Context: an optimization exercise on an open-source flow, tuned for small area and a short achievable clock period. The choices shown serve that exercise and are no tape-out recipe.
No driver is modelled on the clock port, so clock power and skew are understated where the tree is cut down; a real chip needs a root buffer or a tree.
Power figures rest on the tool's default switching activity, not on a simulated workload.

## P
==> module log2, before the edit <==
module log2 #(
  parameter int FRAC_W = 5,
  parameter int MANT_W = 16
) (
  input  logic              clk,
  input  logic              rst_n,
  input  logic [7:0]        x,
  input  logic              validx,
  output logic [FRAC_W+2:0] y,
  output logic              validy
);
  logic [9:0] nrm;
  logic a20, a21, a22, a24, a25, a26, a27, a28, a29, a31;
  logic a32, a33, a34, a35, a36, a37, a38, a40, a42, a43;
  logic a44, a45, a46, a47, a48, a49, a50, a52, a53, a54;
  logic a55, a56, a57, a58, a59, a60, a61, a62, a63, a64;
  logic a66, a67, a69, a70, a71, a72, a74, a75;
  assign nrm[0] = x[0] & x[7];
  assign a20 = x[6] & ~x[7];
  assign a21 = x[0] & a20;
  assign a22 = x[1] & x[7];
  assign nrm[1] = a21 | a22;
  assign a24 = ~x[6] & ~x[7];
  assign a25 = x[5] & a24;
  assign a26 = x[0] & a25;
  assign a27 = x[1] & a20;
  assign a28 = x[2] & x[7];
  assign a29 = ~a27 & ~a28;
  assign nrm[2] = a26 | ~a29;
  assign a31 = x[1] & a25;
  assign a32 = x[0] & x[4];
  assign a33 = ~x[5] & a32;
  assign a34 = a24 & a33;
  assign a35 = x[2] & a20;
  assign a36 = x[3] & x[7];
  assign a37 = ~a35 & ~a36;
  assign a38 = ~a34 & a37;
  assign nrm[3] = a31 | ~a38;
  assign a40 = ~x[4] & ~x[5];
  assign nrm[9] = ~a24 | ~a40;
  assign a42 = x[0] & ~nrm[9];
  assign a43 = ~a20 & ~a42;
  assign a44 = x[3] & ~a43;
  assign a45 = x[1] & ~x[5];
  assign a46 = ~x[6] & a45;
  assign a47 = ~x[7] & ~a46;
  assign a48 = x[4] & ~a47;
  assign a49 = x[2] & a25;
  assign a50 = ~a48 & ~a49;
  assign nrm[4] = a44 | ~a50;
  assign a52 = x[1] & ~nrm[9];
  assign a53 = ~x[5] & ~a52;
  assign a54 = x[3] & ~x[6];
  assign a55 = ~x[7] & ~a54;
  assign a56 = ~a53 & ~a55;
  assign a57 = x[0] & ~x[3];
  assign a58 = ~nrm[9] & a57;
  assign a59 = x[4] & ~x[7];
  assign a60 = ~a58 & ~a59;
  assign a61 = ~x[5] & ~x[7];
  assign a62 = x[2] & a61;
  assign a63 = ~x[6] & ~a62;
  assign a64 = ~a60 & ~a63;
  assign nrm[5] = a56 | a64;
  assign a66 = a53 & a55;
  assign a67 = a60 & a63;
  assign nrm[6] = ~a66 & ~a67;
  assign a69 = x[1] & ~x[2];
  assign a70 = ~x[3] & ~a69;
  assign a71 = ~x[4] & ~a70;
  assign a72 = a61 & ~a71;
  assign nrm[7] = ~a20 & ~a72;
  assign a74 = ~x[2] & ~x[3];
  assign a75 = a40 & ~a74;
  assign nrm[8] = ~a24 | a75;
  localparam logic [6:0] MINV = 7'b0010110;
  logic [2:0] e_q;
  logic [6:0] m_q;
  logic       v_q;
  always_ff @(posedge clk) begin
    e_q <= nrm[9:7];
    m_q <= nrm[6:0] ^ MINV;
    v_q <= rst_n & validx;
  end
  logic [4:0] f;
  logic [6:0] m;
  assign m = m_q ^ MINV;
  logic b13, b14, b15, b16, b17, b18, b19, b20, b21, b22;
  logic b23, b24, b25, b26, b27, b28, b29, b30, b31, b32;
  logic b33, b34, b35, b36, b37, b38, b39, b40, b41, b42;
  logic b43, b44, b45, b46, b47, b48, b49, b50, b51, b52;
  logic b53, b54, b55, b56, b57, b58, b59, b60, b61, b62;
  logic b63, b65, b66, b67, b68, b69, b70, b71, b72, b73;
  logic b75, b76, b77, b79, b80;
  assign b13 = m[1] & m[2];
  assign b14 = ~m[3] & ~b13;
  assign b15 = ~m[1] & m[2];
  assign b16 = m[0] & ~b15;
  assign b17 = ~m[1] & ~b16;
  assign b18 = b14 & ~b17;
  assign b19 = m[0] & m[1];
  assign b20 = ~m[2] & ~b19;
  assign b21 = m[1] & ~m[4];
  assign b22 = ~m[3] & b21;
  assign b23 = ~b20 & ~b22;
  assign b24 = ~b18 & ~b23;
  assign b25 = m[4] & ~b13;
  assign b26 = m[3] & m[4];
  assign b27 = m[5] & ~b26;
  assign b28 = ~b25 & b27;
  assign b29 = ~b24 & b28;
  assign b30 = ~m[0] & m[3];
  assign b31 = ~m[4] & ~m[5];
  assign b32 = ~b30 & b31;
  assign b33 = m[6] & ~b32;
  assign b34 = b13 & ~b33;
  assign b35 = m[6] & ~b34;
  assign b36 = ~b29 & b35;
  assign b37 = m[3] & ~m[5];
  assign b38 = b19 & ~b37;
  assign b39 = ~m[2] & ~b21;
  assign b40 = ~b27 & b39;
  assign b41 = ~b38 & b40;
  assign b42 = b36 & ~b41;
  assign b43 = m[3] & b16;
  assign b44 = ~m[4] & ~b43;
  assign b45 = ~m[5] & ~b44;
  assign b46 = b15 & ~b37;
  assign b47 = m[0] & b26;
  assign b48 = ~m[0] & ~m[3];
  assign b49 = ~m[4] & b48;
  assign b50 = m[1] & ~b49;
  assign b51 = ~b47 & ~b50;
  assign b52 = ~m[2] & ~b51;
  assign b53 = ~b46 & ~b52;
  assign b54 = ~b45 & b53;
  assign b55 = ~m[1] & ~m[2];
  assign b56 = b25 & ~b55;
  assign b57 = ~m[6] & ~b47;
  assign b58 = ~b56 & b57;
  assign b59 = ~m[5] & ~b58;
  assign b60 = b15 & ~b48;
  assign b61 = b59 & ~b60;
  assign b62 = ~m[6] & ~b61;
  assign b63 = ~b54 & b62;
  assign f[0] = b42 | b63;
  assign b65 = m[5] & ~b36;
  assign b66 = ~b59 & ~b65;
  assign b67 = ~m[3] & ~b34;
  assign b68 = m[3] & b34;
  assign b69 = ~b67 & ~b68;
  assign b70 = ~b66 & ~b69;
  assign b71 = m[2] & b37;
  assign b72 = b66 & ~b71;
  assign b73 = ~b14 & b72;
  assign f[1] = b70 | b73;
  assign b75 = ~b67 & ~b72;
  assign b76 = m[4] & b75;
  assign b77 = ~m[4] & ~b75;
  assign f[2] = ~b76 & ~b77;
  assign b79 = m[5] & b76;
  assign b80 = ~m[5] & ~b76;
  assign f[3] = ~b79 & ~b80;
  assign f[4] = m[6] | b79;
  always_ff @(posedge clk) begin
    y      <= {e_q, f};
    validy <= rst_n & v_q;
  end
endmodule
clock: 7.0 ns
lec_check: 0
cap_margin: 20
core_area: 2 2 62 62
die_area: 0 0 64 64
place_density: 0.6
setup_slack_margin: 4.7
slew_margin: 20
standard.sh (not shown) runs the stock make flow with config.mk's settings and CLKGATE_MAP_FILE= SYNTH_SCRIPT=/design/flow/synth_recipe.tcl, a recipe that flattens the netlist after the stock synthesis.
==> flow/flow/run.sh <==
#!/bin/bash
# Layout flow: the standard ORFS flow (standard.sh) with two changes:
#  - synthesis is the standard flow's own script, except that its final ABC mapping call
#    uses flow/abc_map.script (area-oriented mapping of the AND/inverter
#    network in the RTL) in place of ORFS's speed script;
#    Yosys's own quick ABC pass inside synth is skipped (SYNTH_ARGS -noabc)
#    so that this mapping starts from the RTL's network, and the
#    half/full-adder extraction is left out (ADDER_MAP_FILE empty);
#  - the port buffers that global placement inserts are buf_1 cells;
#  - after CTS, flow/clock_one_buffer.tcl replaces the clock tree with one
#    clock buffer driving all the registers (there are only 20).
# Each step's full output goes to a log file in this folder, and ORFS's own
# per-step logs stay under orfs/logs/.
set -euo pipefail
W=$PWD
F=$W/flow

# Synthesis script: synth_recipe.tcl with the abc call redirected.
{
  head -n 1 synth_recipe.tcl
  cat <<TCL
proc abc {args} {
  set i [lsearch -exact \$args -script]
  if {\$i >= 0} { lset args [expr {\$i + 1}] {$F/abc_map.script} }
  yosys abc {*}\$args
}
TCL
  tail -n +2 synth_recipe.tcl
} > own_synth.tcl

VARS=(
  "SYNTH_SCRIPT=$W/own_synth.tcl"
  "BUFFER_PORTS_ARGS=-buffer_cell sky130_fd_sc_hd__buf_1"
  "ADDER_MAP_FILE="
  "SYNTH_ARGS=-noabc"
  "POST_CTS_TCL=$F/clock_one_buffer.tcl"
  "CLOCK_ONE_BUFFER_CELL=sky130_fd_sc_hd__clkbuf_8"
)
bash standard.sh "${VARS[@]}" synth > synth.log 2>&1
bash standard.sh "${VARS[@]}" finish > layout.log 2>&1
Other scripts of this flow, unchanged in this note and not shown: flow/flow/abc_map.script, flow/flow/clock_one_buffer.tcl
The final layout from P, which completed every stage, passed the timing, DRC and antenna checks at the end of the flow.
### P -> Q
-- flow/design.v --
<<< P, line 74
  assign a75 = a40 & ~a74;
  assign nrm[8] = ~a24 | a75;
  localparam logic [6:0] MINV = 7'b0010110;
  logic [2:0] e_q;
  logic [6:0] m_q;
>>> Q, line 74
  assign a75 = a40 & ~a74;
  assign nrm[8] = ~a24 | a75;
  localparam logic [6:0] MINV = 7'b0011111;
  logic [2:0] e_q;
  logic [6:0] m_q;
### Flow results
Taking P as the reference point, the global routing met1 resource utilization of Q falls by 0.45 points. Diff P -> Q | total wire length after detailed routing | down slightly. Q: share of power burned in the clock network is 0.5 points lower than what P reported. In the tables for P and Q, worst setup slack after layout reads lower with Q. Share of the final layout cell area in sequential cells was higher in P than in Q. Summary: with P as the reference, total number of nets in the final design in Q moved up slightly. Combinational fraction of design power | Q above P. Clock edge transition at the registers on the reported setup and hold paths: Q vs P — no meaningful difference. met3 track demand over resource in global routing ends up lower on P. On number of multi-input combinational cells in the layout: between P and Q, it ends up higher for P. Q reports a higher cell area than P does. Sort P and Q by layout overhead on the synthesized area desc -> top: Q. Q vs P: mean cell area of the mapped netlist up. In terms of tightest hold margin, P and Q differ only marginally.
No run of this note included a check of the RTL's function; only the layout flow was run. No run of this note takes its clock network from TritonCTS; it comes from the design's own scripts or RTL.

========
Starting RTL as in the previous note.
clock: 7.0 ns
lec_check: 0
cap_margin: 20
core_area: 2 2 62 62
die_area: 0 0 64 64
place_density: 0.6
setup_slack_margin: 4.7
slew_margin: 20
==> flow/flow/run.sh <==
#!/bin/bash
# Layout flow: the standard ORFS flow (standard.sh) with two changes:
#  - synthesis is the standard flow's own script, except that its final ABC mapping call
#    uses flow/abc_map.script (area-oriented mapping of the AND/inverter
#    network in the RTL) in place of ORFS's speed script;
#    Yosys's own quick ABC pass inside synth is skipped (SYNTH_ARGS -noabc)
#    so that this mapping starts from the RTL's network, and the
#    half/full-adder extraction is left out (ADDER_MAP_FILE empty);
#  - the port buffers that global placement inserts are buf_1 cells;
#  - after CTS, flow/clock_one_buffer.tcl replaces the clock tree with one
#    clock buffer driving all the registers (there are only 20).
# Each step's full output goes to a log file in this folder, and ORFS's own
# per-step logs stay under orfs/logs/.
set -euo pipefail
W=$PWD
F=$W/flow

# Synthesis script: synth_recipe.tcl with the abc call redirected.
{
  head -n 1 synth_recipe.tcl
  cat <<TCL
proc abc {args} {
  set i [lsearch -exact \$args -script]
  if {[file exists {$F/abc_stage1.script}]} {
    # The logic feeding the first-stage registers (the cone of wire nrm)
    # is mapped first, with its own script.
    set a1 \$args
    lset a1 [expr {\$i + 1}] {$F/abc_stage1.script}
    yosys abc {*}\$a1 w:nrm %ci*
  }
  lset args [expr {\$i + 1}] {$F/abc_map.script}
  yosys abc {*}\$args
}
TCL
  tail -n +2 synth_recipe.tcl
} > own_synth.tcl

VARS=(
  "SYNTH_SCRIPT=$W/own_synth.tcl"
  "BUFFER_PORTS_ARGS=-buffer_cell sky130_fd_sc_hd__buf_1"
  "ADDER_MAP_FILE="
  "SYNTH_ARGS=-noabc"
  "POST_CTS_TCL=$F/clock_one_buffer.tcl"
  "CLOCK_ONE_BUFFER_CELL=sky130_fd_sc_hd__clkbuf_8"
  "INPUT_BUF_CELL=sky130_fd_sc_hd__buf_2"
)
bash standard.sh "${VARS[@]}" synth > synth.log 2>&1
bash standard.sh "${VARS[@]}" finish > layout.log 2>&1
Other scripts of this flow, unchanged in this note and not shown: flow/flow/abc_map.script, flow/flow/abc_stage1.script, flow/flow/clock_one_buffer.tcl
Next try:
--- a/flow/design.v
+++ b/flow/design.v
@@ -74,5 +74,5 @@
   assign a75 = a40 & ~a74;
   assign nrm[8] = ~a24 | a75;
-  localparam logic [6:0] MINV = 7'b0010110;
+  localparam logic [6:0] MINV = 7'b0010000;
   logic [2:0] e_q;
   logic [6:0] m_q;
Cell count is lower slightly.
Global-route usage stays flat.
Hold slack is about the same.
Clock skew stays flat.
Worst setup slack degrades by 29 ps.
Critical path depth is higher by 3.
Function was not checked in any run of this note: the RTL went through the layout flow alone. No run of this note takes its clock network from TritonCTS; it comes from the design's own scripts or RTL.

========
Another version of the RTL of log2 (not shown whole).
Size in the first run: roughly 20 flip-flops, roughly 20 I/O pins, about 870 µm² of cells after synthesis.
==> module log2, before the edit <==
module log2 #(
  parameter int FRAC_W = 5,
  parameter int MANT_W = 16
) (
  input  logic              clk,
  input  logic              rst_n,
  input  logic [7:0]        x,
  input  logic              validx,
  output logic [FRAC_W+2:0] y,
  output logic              validy
);
  logic [9:0] nrm;
  logic a20, a21, a22, a24, a25, a26, a27, a28, a29, a31;
  logic a32, a33, a34, a35, a36, a37, a38, a39, a41, a43;
  logic a44, a45, a46, a47, a48, a49, a50, a51, a53, a54;
  logic a55, a56, a57, a58, a59, a60, a61, a62, a63, a64;
  logic a66, a67, a69, a70, a71, a72, a74, a75;
  assign nrm[0] = x[0] & x[7];
  assign a20 = x[6] & ~x[7];
  assign a21 = x[0] & a20;
  assign a22 = x[1] & x[7];
  assign nrm[1] = a21 | a22;
  assign a24 = ~x[6] & ~x[7];
  assign a25 = x[5] & a24;
  assign a26 = x[0] & a25;
  assign a27 = x[1] & a20;
  assign a28 = x[2] & x[7];
  assign a29 = ~a27 & ~a28;
  assign nrm[2] = a26 | ~a29;
  assign a31 = x[1] & a25;
  assign a32 = ~x[5] & ~x[7];
  assign a33 = x[0] & x[4];
  assign a34 = ~x[6] & a33;
  assign a35 = a32 & a34;
  assign a36 = x[2] & a20;
  assign a37 = x[3] & x[7];
  assign a38 = ~a36 & ~a37;
  assign a39 = ~a35 & a38;
  assign nrm[3] = a31 | ~a39;
  assign a41 = ~x[4] & ~x[5];
  assign nrm[9] = ~a24 | ~a41;
  assign a43 = x[0] & ~nrm[9];
  assign a44 = ~a20 & ~a43;
  assign a45 = x[3] & ~a44;
  assign a46 = x[1] & ~x[5];
  assign a47 = ~x[6] & a46;
  assign a48 = ~x[7] & ~a47;
  assign a49 = x[4] & ~a48;
  assign a50 = x[2] & a25;
  assign a51 = ~a49 & ~a50;
  assign nrm[4] = a45 | ~a51;
  assign a53 = x[0] & ~x[3];
  assign a54 = ~nrm[9] & a53;
  assign a55 = x[4] & ~x[7];
  assign a56 = ~a54 & ~a55;
  assign a57 = x[2] & a32;
  assign a58 = ~x[6] & ~a57;
  assign a59 = ~a56 & ~a58;
  assign a60 = x[1] & ~nrm[9];
  assign a61 = ~x[5] & ~a60;
  assign a62 = x[3] & ~x[6];
  assign a63 = ~x[7] & ~a62;
  assign a64 = ~a61 & ~a63;
  assign nrm[5] = a59 | a64;
  assign a66 = a56 & a58;
  assign a67 = a61 & a63;
  assign nrm[6] = ~a66 & ~a67;
  assign a69 = x[1] & ~x[2];
  assign a70 = ~x[3] & ~a69;
  assign a71 = ~x[4] & ~a70;
  assign a72 = a32 & ~a71;
  assign nrm[7] = ~a20 & ~a72;
  assign a74 = ~x[2] & ~x[3];
  assign a75 = a41 & ~a74;
  assign nrm[8] = ~a24 | a75;
  localparam logic [6:0] MINV = 7'b0000000;
  logic [2:0] e_q;
  logic [6:0] m_q;
  logic       v_q;
  always_ff @(posedge clk) begin
    e_q <= nrm[9:7];
    m_q <= nrm[6:0] ^ MINV;
    v_q <= rst_n & validx;
  end
  logic [4:0] f;
  logic [6:0] m;
  assign m = m_q ^ MINV;
  logic b13, b14, b15, b16, b17, b18, b19, b20, b21, b22;
  logic b23, b24, b25, b26, b27, b28, b29, b30, b31, b32;
  logic b33, b34, b35, b36, b37, b38, b39, b40, b41, b42;
  logic b43, b44, b45, b46, b47, b48, b49, b50, b51, b52;
  logic b53, b54, b55, b56, b57, b58, b59, b60, b61, b62;
  logic b63, b65, b66, b67, b68, b69, b70, b71, b72, b73;
  logic b75, b76, b77, b79, b80;
  assign b13 = m[1] & m[2];
  assign b14 = ~m[3] & ~b13;
  assign b15 = ~m[1] & m[2];
  assign b16 = m[0] & ~b15;
  assign b17 = ~m[1] & ~b16;
  assign b18 = b14 & ~b17;
  assign b19 = m[0] & m[1];
  assign b20 = ~m[2] & ~b19;
  assign b21 = m[1] & ~m[4];
  assign b22 = ~m[3] & b21;
  assign b23 = ~b20 & ~b22;
  assign b24 = ~b18 & ~b23;
  assign b25 = m[4] & ~b13;
  assign b26 = m[3] & m[4];
  assign b27 = m[5] & ~b26;
  assign b28 = ~b25 & b27;
  assign b29 = ~b24 & b28;
  assign b30 = ~m[0] & m[3];
  assign b31 = ~m[4] & ~m[5];
  assign b32 = ~b30 & b31;
  assign b33 = m[6] & ~b32;
  assign b34 = b13 & ~b33;
  assign b35 = m[6] & ~b34;
  assign b36 = ~b29 & b35;
  assign b37 = m[3] & ~m[5];
  assign b38 = b19 & ~b37;
  assign b39 = ~m[2] & ~b21;
  assign b40 = ~b27 & b39;
  assign b41 = ~b38 & b40;
  assign b42 = b36 & ~b41;
  assign b43 = m[3] & b16;
  assign b44 = ~m[4] & ~b43;
  assign b45 = ~m[5] & ~b44;
  assign b46 = b15 & ~b37;
  assign b47 = m[0] & b26;
  assign b48 = ~m[0] & ~m[3];
  assign b49 = ~m[4] & b48;
  assign b50 = m[1] & ~b49;
  assign b51 = ~b47 & ~b50;
  assign b52 = ~m[2] & ~b51;
  assign b53 = ~b46 & ~b52;
  assign b54 = ~b45 & b53;
  assign b55 = ~m[1] & ~m[2];
  assign b56 = b25 & ~b55;
  assign b57 = ~m[6] & ~b47;
  assign b58 = ~b56 & b57;
  assign b59 = ~m[5] & ~b58;
  assign b60 = b15 & ~b48;
  assign b61 = b59 & ~b60;
  assign b62 = ~m[6] & ~b61;
  assign b63 = ~b54 & b62;
  assign f[0] = b42 | b63;
  assign b65 = m[5] & ~b36;
  assign b66 = ~b59 & ~b65;
  assign b67 = ~m[3] & ~b34;
  assign b68 = m[3] & b34;
  assign b69 = ~b67 & ~b68;
  assign b70 = ~b66 & ~b69;
  assign b71 = m[2] & b37;
  assign b72 = b66 & ~b71;
  assign b73 = ~b14 & b72;
  assign f[1] = b70 | b73;
  assign b75 = ~b67 & ~b72;
  assign b76 = m[4] & b75;
  assign b77 = ~m[4] & ~b75;
  assign f[2] = ~b76 & ~b77;
  assign b79 = m[5] & b76;
  assign b80 = ~m[5] & ~b76;
  assign f[3] = ~b79 & ~b80;
  assign f[4] = m[6] | b79;
  always_ff @(posedge clk) begin
    y      <= {e_q, f};
    validy <= rst_n & v_q;
  end
endmodule
clock: 7.0 ns
lec_check: 0
cap_margin: 20
core_area: 2 2 62 62
die_area: 0 0 64 64
place_density: 0.6
setup_slack_margin: 4.7
slew_margin: 20
==> flow/flow/run.sh <==
#!/bin/bash
# Layout flow: the standard ORFS flow (standard.sh) with two changes:
#  - synthesis is the standard flow's own script, except that its final ABC mapping call
#    uses flow/abc_map.script (area-oriented mapping of the AND/inverter
#    network in the RTL) in place of ORFS's speed script;
#    Yosys's own quick ABC pass inside synth is skipped (SYNTH_ARGS -noabc)
#    so that this mapping starts from the RTL's network, and the
#    half/full-adder extraction is left out (ADDER_MAP_FILE empty);
#  - the port buffers that global placement inserts are buf_1 cells;
#  - after CTS, flow/clock_one_buffer.tcl replaces the clock tree with one
#    clock buffer driving all the registers (there are only 20).
# Each step's full output goes to a log file in this folder, and ORFS's own
# per-step logs stay under orfs/logs/.
set -euo pipefail
W=$PWD
F=$W/flow

# Synthesis script: synth_recipe.tcl with the abc call redirected.
{
  head -n 1 synth_recipe.tcl
  cat <<TCL
proc abc {args} {
  set i [lsearch -exact \$args -script]
  if {[file exists {$F/abc_stage1.script}]} {
    # The logic feeding the first-stage registers (the cone of wire nrm)
    # is mapped first, with its own script.
    set a1 \$args
    lset a1 [expr {\$i + 1}] {$F/abc_stage1.script}
    yosys abc {*}\$a1 w:nrm %ci*
  }
  lset args [expr {\$i + 1}] {$F/abc_map.script}
  yosys abc {*}\$args
}
TCL
  tail -n +2 synth_recipe.tcl
} > own_synth.tcl

VARS=(
  "SYNTH_SCRIPT=$W/own_synth.tcl"
  "BUFFER_PORTS_ARGS=-buffer_cell sky130_fd_sc_hd__buf_1"
  "ADDER_MAP_FILE="
  "SYNTH_ARGS=-noabc"
  "POST_CTS_TCL=$F/clock_one_buffer.tcl"
  "CLOCK_ONE_BUFFER_CELL=sky130_fd_sc_hd__clkbuf_8"
)
bash standard.sh "${VARS[@]}" synth > synth.log 2>&1
bash standard.sh "${VARS[@]}" finish > layout.log 2>&1
Other scripts of this flow, unchanged in this note and not shown: flow/flow/abc_map.script, flow/flow/abc_stage1.script, flow/flow/clock_one_buffer.tcl
Rerun with:
--- a/flow/design.v
+++ b/flow/design.v
@@ -18,47 +18,47 @@
   assign nrm[0] = x[0] & x[7];
   assign a20 = x[6] & ~x[7];
   assign a21 = x[0] & a20;
   assign a22 = x[1] & x[7];
   assign nrm[1] = a21 | a22;
-  assign a24 = ~x[6] & ~x[7];
-  assign a25 = x[5] & a24;
-  assign a26 = x[0] & a25;
-  assign a27 = x[1] & a20;
-  assign a28 = x[2] & x[7];
-  assign a29 = ~a27 & ~a28;
-  assign nrm[2] = a26 | ~a29;
-  assign a31 = x[1] & a25;
-  assign a32 = ~x[5] & ~x[7];
-  assign a33 = x[0] & x[4];
+  assign a24 = x[1] & a20;
+  assign a25 = x[2] & x[7];
+  assign a26 = ~a24 & ~a25;
+  assign a27 = ~x[6] & ~x[7];
+  assign a28 = x[5] & a27;
+  assign a29 = x[0] & a28;
+  assign nrm[2] = ~a26 | a29;
+  assign a31 = ~x[5] & ~x[7];
+  assign a32 = x[0] & x[4];
+  assign a33 = a31 & a32;
   assign a34 = ~x[6] & a33;
-  assign a35 = a32 & a34;
-  assign a36 = x[2] & a20;
-  assign a37 = x[3] & x[7];
-  assign a38 = ~a36 & ~a37;
-  assign a39 = ~a35 & a38;
-  assign nrm[3] = a31 | ~a39;
+  assign a35 = x[2] & a20;
+  assign a36 = x[3] & x[7];
+  assign a37 = ~a35 & ~a36;
+  assign a38 = x[1] & a28;
+  assign a39 = a37 & ~a38;
+  assign nrm[3] = a34 | ~a39;
   assign a41 = ~x[4] & ~x[5];
-  assign nrm[9] = ~a24 | ~a41;
+  assign nrm[9] = ~a27 | ~a41;
   assign a43 = x[0] & ~nrm[9];
   assign a44 = ~a20 & ~a43;
   assign a45 = x[3] & ~a44;
-  assign a46 = x[1] & ~x[5];
-  assign a47 = ~x[6] & a46;
+  assign a46 = x[1] & ~x[6];
+  assign a47 = a31 & a46;
   assign a48 = ~x[7] & ~a47;
   assign a49 = x[4] & ~a48;
-  assign a50 = x[2] & a25;
+  assign a50 = x[2] & a28;
   assign a51 = ~a49 & ~a50;
   assign nrm[4] = a45 | ~a51;
   assign a53 = x[0] & ~x[3];
   assign a54 = ~nrm[9] & a53;
   assign a55 = x[4] & ~x[7];
   assign a56 = ~a54 & ~a55;
-  assign a57 = x[2] & a32;
+  assign a57 = x[2] & a31;
   assign a58 = ~x[6] & ~a57;
   assign a59 = ~a56 & ~a58;
-  assign a60 = x[1] & ~nrm[9];
+  assign a60 = ~x[4] & a47;
   assign a61 = ~x[5] & ~a60;
   assign a62 = x[3] & ~x[6];
   assign a63 = ~x[7] & ~a62;
   assign a64 = ~a61 & ~a63;
   assign nrm[5] = a59 | a64;
@@ -66,15 +66,15 @@
   assign a67 = a61 & a63;
   assign nrm[6] = ~a66 & ~a67;
   assign a69 = x[1] & ~x[2];
   assign a70 = ~x[3] & ~a69;
   assign a71 = ~x[4] & ~a70;
-  assign a72 = a32 & ~a71;
+  assign a72 = a31 & ~a71;
   assign nrm[7] = ~a20 & ~a72;
   assign a74 = ~x[2] & ~x[3];
   assign a75 = a41 & ~a74;
-  assign nrm[8] = ~a24 | a75;
+  assign nrm[8] = ~a27 | a75;
   localparam logic [6:0] MINV = 7'b0000000;
   logic [2:0] e_q;
   logic [6:0] m_q;
   logic       v_q;
   always_ff @(posedge clk) begin
Hold slack hardly moves.
Clock power climbs by about 3%.
Synthesized area stays the same.
Synthesized cell count went up by 0.93%.
Via count is higher by 4.9%.
Cell area is unchanged.
No functional check of the RTL was part of any run of this note. No run of this note takes its clock network from TritonCTS; it comes from the design's own scripts or RTL.

==> re-timing with driven ports <==
In the flow no input, the clock included, has a driving cell. The finished layouts below were timed again as built, in two steps. Step 1 assumes that a clkbuf_16 drives the clock port and a buf_2 every other input. Step 2 moves the port delays by t, midway between the first and last clock arrival at a register: inputs arrive t later, outputs are due t later. That takes back most of the time a late clock gives input paths. Three values: ideal, step 1, step 2; two values: the first two.
run	t, ns	setup WS [ns]	hold slack, ns	worst setup path after step 2	latest minus earliest clock arrival (ns)
P	0.179	4.765 / 4.761 / 4.582	0.339 / 0.339 / 0.339	input to register	0.001 / 0.001
Q	0.179	4.739 / 4.735 / 4.556	0.337 / 0.337 / 0.337	input to register	0.001 / 0.000
the first run of note 2	0.179	4.963 / 4.941 / 4.782	0.341 / 0.341 / 0.341	input to register	0.001 / 0.001
the second run of note 2	0.185	4.934 / 4.938 / 4.753	0.342 / 0.342 / 0.342	input to register	0.001 / 0.002
the first run of note 3	0.183	4.829 / 4.829 / 4.645	0.338 / 0.338 / 0.338	input to register	0.001 / 0.001
the second run of note 3	0.186	4.867 / 4.865 / 4.678	0.340 / 0.340 / 0.340	input to register	0.001 / 0.001
After both steps every run listed still meets setup and hold. The setup slack of the second run of note 3, which loses most, moves by -0.002 ns with the drivers and by -0.189 ns with both steps.
